What follows belongs to an exercise in optimizing a design on an open flow for small area; a production flow would make more cautious choices. At most, simulation tests tie the RTL to the original design; equivalence was not proved. No driver is modelled on the clock port, so clocking that relies on it looks cheaper here than on a real chip.

==> run X: inputs <==
==> flow/design.v (excerpt) <==
module fma_top (
    input  logic        clk,
    input  logic        rst,
    input  logic        in_valid,
    input  logic [63:0] a,
    input  logic [63:0] b,
    input  logic [63:0] c,
    output logic        c_req,
    output logic [63:0] result,
    output logic        out_valid,
    output logic        error
);
    localparam int M2 = 22;    
    logic                           v1_q;
    logic [fma_pkg::FRAC_W-1:0]     fa_q;
    logic [26:M2/2]                 one_q;
    logic [26:M2/2]                 two_q;
    logic [25:M2/2]                 neg_q;
    logic [52:0]                    plo_q;
    logic                           ps1_q;
    logic [fma_pkg::EXP_W-1:0]      pe1_q;
    logic                           bad1_q;
    logic                           v2_q;
    logic [fma_pkg::PM_W-1:0]       pm_q;
    logic                           ps2_q;
    logic [fma_pkg::FRAC_W-1:0]     cf_q;
    logic                           sc_q;
    logic                           pe_lt_q;
    logic [5:0]                     d_q;
    logic                           big_q;
  ...
==> module fma_add56, before the edit <==
module fma_add56 (
    input  logic [55:0] x,
    input  logic [55:0] y,
    input  logic         ci,
    output logic [55:0] s
);
    localparam int W = 56;
    localparam int L = $clog2(W);
    logic [W-1:0] g [L+1];
    logic [W-1:0] p [L+1];
    logic [W-1:0] hp;
    assign hp      = x ^ y;
    assign g[0][0] = (x[0] & y[0]) | (hp[0] & ci);
    assign p[0][0] = 1'b0;
    assign g[0][W-1:1] = x[W-1:1] & y[W-1:1];
    assign p[0][W-1:1] = hp[W-1:1];
    for (genvar l = 0; l < L; l++) begin : g_lvl
        for (genvar i = 0; i < W; i++) begin : g_bit
            if (((i >> l) & 1) == 1) begin : g_node
                localparam int J = ((i >> l) << l) - 1;
                assign g[l+1][i] = g[l][i] | (p[l][i] & g[l][J]);
                assign p[l+1][i] = p[l][i] & p[l][J];
            end else begin : g_pass
                assign g[l+1][i] = g[l][i];
                assign p[l+1][i] = p[l][i];
            end
        end
    end
    assign s = hp ^ {g[L][W-2:0], ci};
endmodule
==> module fma_inc55, before the edit <==
module fma_inc55 (
    input  logic [54:0] x,
    input  logic         ci,
    output logic [54:0] s,
    output logic         co
);
    localparam int W = 55;
    localparam int L = $clog2(W);
    logic [W-1:0] p [L+1];
    assign p[0] = x;
    for (genvar l = 0; l < L; l++) begin : g_lvl
        for (genvar i = 0; i < W; i++) begin : g_bit
            if (((i >> l) & 1) == 1) begin : g_node
                localparam int J = ((i >> l) << l) - 1;
                assign p[l+1][i] = p[l][i] & p[l][J];
            end else begin : g_pass
                assign p[l+1][i] = p[l][i];
            end
        end
    end
    assign s  = x ^ ({p[L][W-2:0], 1'b1} & {W{ci}});
    assign co = ci & p[L][W-1];
endmodule
==> module fma_inc52, before the edit <==
module fma_inc52 (
    input  logic [51:0] x,
    input  logic         ci,
    output logic [51:0] s,
    output logic         co
);
    localparam int W = 52;
    localparam int L = $clog2(W);
    logic [W-1:0] p [L+1];
    assign p[0] = x;
    for (genvar l = 0; l < L; l++) begin : g_lvl
        for (genvar i = 0; i < W; i++) begin : g_bit
            if (((i >> l) & 1) == 1) begin : g_node
                localparam int J = ((i >> l) << l) - 1;
                assign p[l+1][i] = p[l][i] & p[l][J];
            end else begin : g_pass
                assign p[l+1][i] = p[l][i];
            end
        end
    end
    assign s  = x ^ ({p[L][W-2:0], 1'b1} & {W{ci}});
    assign co = ci & p[L][W-1];
endmodule
==> module fma_align, before the edit <==
module fma_align (
    input  logic [fma_pkg::PM_W-1:0]     pm,
    input  logic                         ps,
    input  logic [fma_pkg::FRAC_W-1:0]   cf,
    input  logic                         sc,
    input  logic                         pe_lt,
    input  logic [5:0]                   d,
    input  logic                         big,
    output logic [fma_pkg::ALIGN_W-1:0]  s1,
    output logic                         sx
);
    logic [fma_pkg::PM_W-1:0]  cm;
    logic [fma_pkg::PM_W-1:0]  x;
    logic [fma_pkg::PM_W-1:0]  y;
    logic                      sy;
    logic [fma_pkg::PM_W-1:0]  sh [7];
    logic [6:0]                st;
    logic                      sub;
    logic [fma_pkg::ALIGN_W-1:0] b_op;
    logic                      cin;
    assign cm = {2'b01, cf};
    assign x  = pe_lt ? cm : pm;
    assign y  = pe_lt ? pm : cm;
    assign sx = pe_lt ? sc : ps;
    assign sy = pe_lt ? ps : sc;
    assign sh[0] = y;
    assign st[0] = 1'b0;
    for (genvar k = 0; k < 6; k++) begin : g_sh
        assign sh[k+1] = d[k] ? (sh[k] >> (1 << k)) : sh[k];
        assign st[k+1] = st[k] | (d[k] & (|sh[k][(1 << k)-1:0]));
    end
    assign sub  = sx ^ sy;
    assign b_op = {2'b00, (big ? '0 : sh[6])} ^ {fma_pkg::ALIGN_W{sub}};
    assign cin  = sub ^ ((big | st[6]) & sy);
    fma_add56 i_add (
        .x  ({2'b00, x}),
        .y  (b_op),
        .ci (cin),
        .s  (s1)
    );
endmodule
clock: 7.5 ns
lec_check: 0
cap_margin: 20
core_margin: 2
core_utilization: 40
setup_slack_margin: 0.2
slew_margin: 20
synth_hierarchical: 1
synth_minimum_keep_size: 0
run.sh (not shown) runs the stock make flow with config.mk's settings and CLKGATE_MAP_FILE= SYNTH_SCRIPT=/design/flow/synth_recipe.tcl, a recipe that flattens the netlist after the stock synthesis.
==> run F: changes against run X <==
--- a/flow/design.v
+++ b/flow/design.v
@@ -43,2 +43,15 @@
 endmodule
+module fma_tzc (
+    input  logic [fma_pkg::PM_W-1:0] y,
+    output logic [5:0]               count
+);
+    always_comb begin
+        count = 6'(fma_pkg::PM_W);
+        for (int i = fma_pkg::PM_W - 1; i >= 0; i--) begin
+            if (y[i]) begin
+                count = 6'(i);
+            end
+        end
+    end
+endmodule
 module fma_add56 (
@@ -50,3 +63,3 @@
     localparam int W = 56;
-    localparam int L = $clog2(W);
+    localparam int L = 6;
     logic [W-1:0] g [L+1];
@@ -80,3 +93,3 @@
     localparam int W = 55;
-    localparam int L = $clog2(W);
+    localparam int L = 6;
     logic [W-1:0] p [L+1];
@@ -103,3 +116,3 @@
     localparam int W = 52;
-    localparam int L = $clog2(W);
+    localparam int L = 6;
     logic [W-1:0] p [L+1];
@@ -9060,3 +9073,4 @@
     logic [fma_pkg::PM_W-1:0]  sh [7];
-    logic [6:0]                st;
+    logic [5:0]                tz;
+    logic                      st;
     logic                      sub;
@@ -9070,10 +9084,13 @@
     assign sh[0] = y;
-    assign st[0] = 1'b0;
     for (genvar k = 0; k < 6; k++) begin : g_sh
         assign sh[k+1] = d[k] ? (sh[k] >> (1 << k)) : sh[k];
-        assign st[k+1] = st[k] | (d[k] & (|sh[k][(1 << k)-1:0]));
     end
+    fma_tzc i_tzc (
+        .y     (y),
+        .count (tz)
+    );
+    assign st = big | (tz < d);
     assign sub  = sx ^ sy;
     assign b_op = {2'b00, (big ? '0 : sh[6])} ^ {fma_pkg::ALIGN_W{sub}};
-    assign cin  = sub ^ ((big | st[6]) & sy);
+    assign cin  = sub ^ (st & sy);
     fma_add56 i_add (
==> flow/flow/run.sh (new file) <==
#!/bin/bash
set -e
here=$(pwd)
cp standard.sh standard_sh.log
export REMOVE_ABC_BUFFERS=1
export BUFFER_PORTS_ARGS="-buffer_cell sky130_fd_sc_hd__buf_1"
export CTS_ARGS="-sink_clustering_enable -repair_clock_nets -dont_use_dummy_load"
export POST_CTS_TCL="$here/flow/post_cts.tcl"
bash standard.sh > standard.log 2>&1
==> flow/flow/post_cts.tcl (new file) <==
# Runs at the end of the CTS step: size down gates on paths with positive
# slack. The global route step that follows repairs slew, capacitance and
# timing again with its own margins.
log_cmd estimate_parasitics -placement
log_cmd repair_timing -recover_power 100 -verbose
set result [catch { detailed_placement } msg]
if { $result != 0 } {
  error "Detailed placement failed after power recovery: $msg"
}
check_placement -verbose
==> flow/standard.sh (new file) <==
#!/bin/bash
# synth_recipe.tcl (not shown) runs the flow's synth.tcl, then flattens the netlist and writes it again
# the make line also repeats each setting of config.mk as NAME=value (left out here)
make -C /OpenROAD-flow-scripts/flow DESIGN_CONFIG=/design/flow/config.mk WORK_HOME=/design/flow/orfs CLKGATE_MAP_FILE= SYNTH_SCRIPT=/design/flow/synth_recipe.tcl "${@:-finish}"
CAP_MARGIN = 5   (was 20)
GPL_TIMING_DRIVEN = 0   (was not set)
SLEW_MARGIN = 5   (was 20)
removed: flow/run.sh
==> run E: changes against run X <==
--- a/flow/design.v
+++ b/flow/design.v
@@ -43,2 +43,15 @@
 endmodule
+module fma_tzc (
+    input  logic [fma_pkg::PM_W-1:0] y,
+    output logic [5:0]               count
+);
+    always_comb begin
+        count = 6'(fma_pkg::PM_W);
+        for (int i = fma_pkg::PM_W - 1; i >= 0; i--) begin
+            if (y[i]) begin
+                count = 6'(i);
+            end
+        end
+    end
+endmodule
 module fma_add56 (
@@ -9060,3 +9073,4 @@
     logic [fma_pkg::PM_W-1:0]  sh [7];
-    logic [6:0]                st;
+    logic [5:0]                tz;
+    logic                      st;
     logic                      sub;
@@ -9070,10 +9084,13 @@
     assign sh[0] = y;
-    assign st[0] = 1'b0;
     for (genvar k = 0; k < 6; k++) begin : g_sh
         assign sh[k+1] = d[k] ? (sh[k] >> (1 << k)) : sh[k];
-        assign st[k+1] = st[k] | (d[k] & (|sh[k][(1 << k)-1:0]));
     end
+    fma_tzc i_tzc (
+        .y     (y),
+        .count (tz)
+    );
+    assign st = big | (tz < d);
     assign sub  = sx ^ sy;
     assign b_op = {2'b00, (big ? '0 : sh[6])} ^ {fma_pkg::ALIGN_W{sub}};
-    assign cin  = sub ^ ((big | st[6]) & sy);
+    assign cin  = sub ^ (st & sy);
     fma_add56 i_add (
==> flow/flow/run.sh (new file) <==
#!/bin/bash
# Standard layout, with the port buffers made from the smallest buffer cell
# instead of the default choice. Everything else is the standard flow.
set -e
cp standard.sh standard_sh.log
export BUFFER_PORTS_ARGS="-buffer_cell sky130_fd_sc_hd__buf_1"
bash standard.sh > standard.log 2>&1
==> flow/standard.sh (new file) <==
#!/bin/bash
# synth_recipe.tcl (not shown) runs the flow's synth.tcl, then flattens the netlist and writes it again
# the make line also repeats each setting of config.mk as NAME=value (left out here)
make -C /OpenROAD-flow-scripts/flow DESIGN_CONFIG=/design/flow/config.mk WORK_HOME=/design/flow/orfs CLKGATE_MAP_FILE= SYNTH_SCRIPT=/design/flow/synth_recipe.tcl "${@:-finish}"
removed: flow/run.sh
==> run P: changes against run X <==
--- a/flow/design.v
+++ b/flow/design.v
@@ -50,3 +50,3 @@
     localparam int W = 56;
-    localparam int L = $clog2(W);
+    localparam int L = 6;
     logic [W-1:0] g [L+1];
@@ -80,3 +80,3 @@
     localparam int W = 55;
-    localparam int L = $clog2(W);
+    localparam int L = 6;
     logic [W-1:0] p [L+1];
@@ -103,3 +103,3 @@
     localparam int W = 52;
-    localparam int L = $clog2(W);
+    localparam int L = 6;
     logic [W-1:0] p [L+1];
==> flow/flow/run.sh (new file) <==
#!/bin/bash
# The standard layout, with two changes: the port buffers are made from
# the smallest buffer cell, and after global routing gates on paths with
# positive slack are sized down (ORFS RECOVER_POWER).
set -e
cp standard.sh standard_sh.log
export BUFFER_PORTS_ARGS="-buffer_cell sky130_fd_sc_hd__buf_1"
export RECOVER_POWER=100
bash standard.sh > standard.log 2>&1
==> flow/standard.sh (new file) <==
#!/bin/bash
# synth_recipe.tcl (not shown) runs the flow's synth.tcl, then flattens the netlist and writes it again
# the make line also repeats each setting of config.mk as NAME=value (left out here)
make -C /OpenROAD-flow-scripts/flow DESIGN_CONFIG=/design/flow/config.mk WORK_HOME=/design/flow/orfs CLKGATE_MAP_FILE= SYNTH_SCRIPT=/design/flow/synth_recipe.tcl "${@:-finish}"
removed: flow/run.sh
==> qor summary <==
                                                                   run X       run F                                            run P       run E
Result of the run                       no timing/DRC/antenna violations  no timing/DRC/antenna violations                                  failed layout checks  no timing/DRC/antenna violations
Reasons for failing layout checks                                      -           -  max-capacitance violations, max-slew violations           -
Depth of the CTS H-tree                                                2           -                                                2           2
Post-place instance area                                      103000 µm²   96200 µm²                                       100000 µm²  101000 µm²
Finished layout cell area                                     107000 µm²  103000 µm²                                       102000 µm²  105000 µm²
Data required time at the worst endpoint                         8.10 ns     8.00 ns                                          8.04 ns     8.05 ns
Floorplan row count                                                  174         175                                              174         175
Flip-flop and latch share of the layout cell area                  9.61%       10.2%                                            10.1%       9.83%
FF-to-FF setup slack                                             0.32 ns     0.14 ns                                          0.20 ns     0.33 ns
Total area of multi-input combinational cells                  75900 µm²   77600 µm²                                        75000 µm²   77000 µm²
Via count                                                          79300       81000                                            77500       79200
Met3 usage                                                         7.09%       11.1%                                            6.25%       6.51%
Transition at the pin with the smallest max-transition slack     1.07 ns     1.13 ns                                          1.90 ns    0.987 ns
Max Root-Sink Buffers                                                  3           -                                                3           3
The RTL of run X and run E was laid out without a check of its function.

==> re-timing with driven ports <==
In the flow no input, the clock included, has a driving cell. The finished layouts below were timed again as built, in two steps. Step 1, drivers: a clkbuf_16 drives clk and a buf_2 each remaining input, both assumed. Step 2 times the ports against the registers' clock, not the clock port: input delays grow and output delays shrink by t, the midpoint of the rising clock arrivals with the driver on. a / b / c = ideal ports / drivers / drivers and shift; a / b = the first two.
| run | t (ns) | setup WS [ns] | worst setup path at the end | latest minus earliest clock arrival (ns) | worst data-port slew with drivers (ns) |
|---|---|---|---|---|---|
| run X | 0.801 | 0.317 / 0.317 / -0.409 | input to register | 0.041 / 0.041 | 0.06 |
| run F | 0.768 | 0.140 / 0.140 / -0.611 | input to register | 0.080 / 0.081 | 0.17 |
| run E | 0.802 | 0.327 / 0.327 / -0.406 | input to register | 0.135 / 0.136 | 0.17 |
| run P | 0.796 | 0.204 / 0.204 / -0.482 | input to register | 0.058 / 0.058 | 0.09 |
For run F, which loses most, drivers alone change the setup slack by 0.000 ns; drivers and shift together by -0.751 ns.
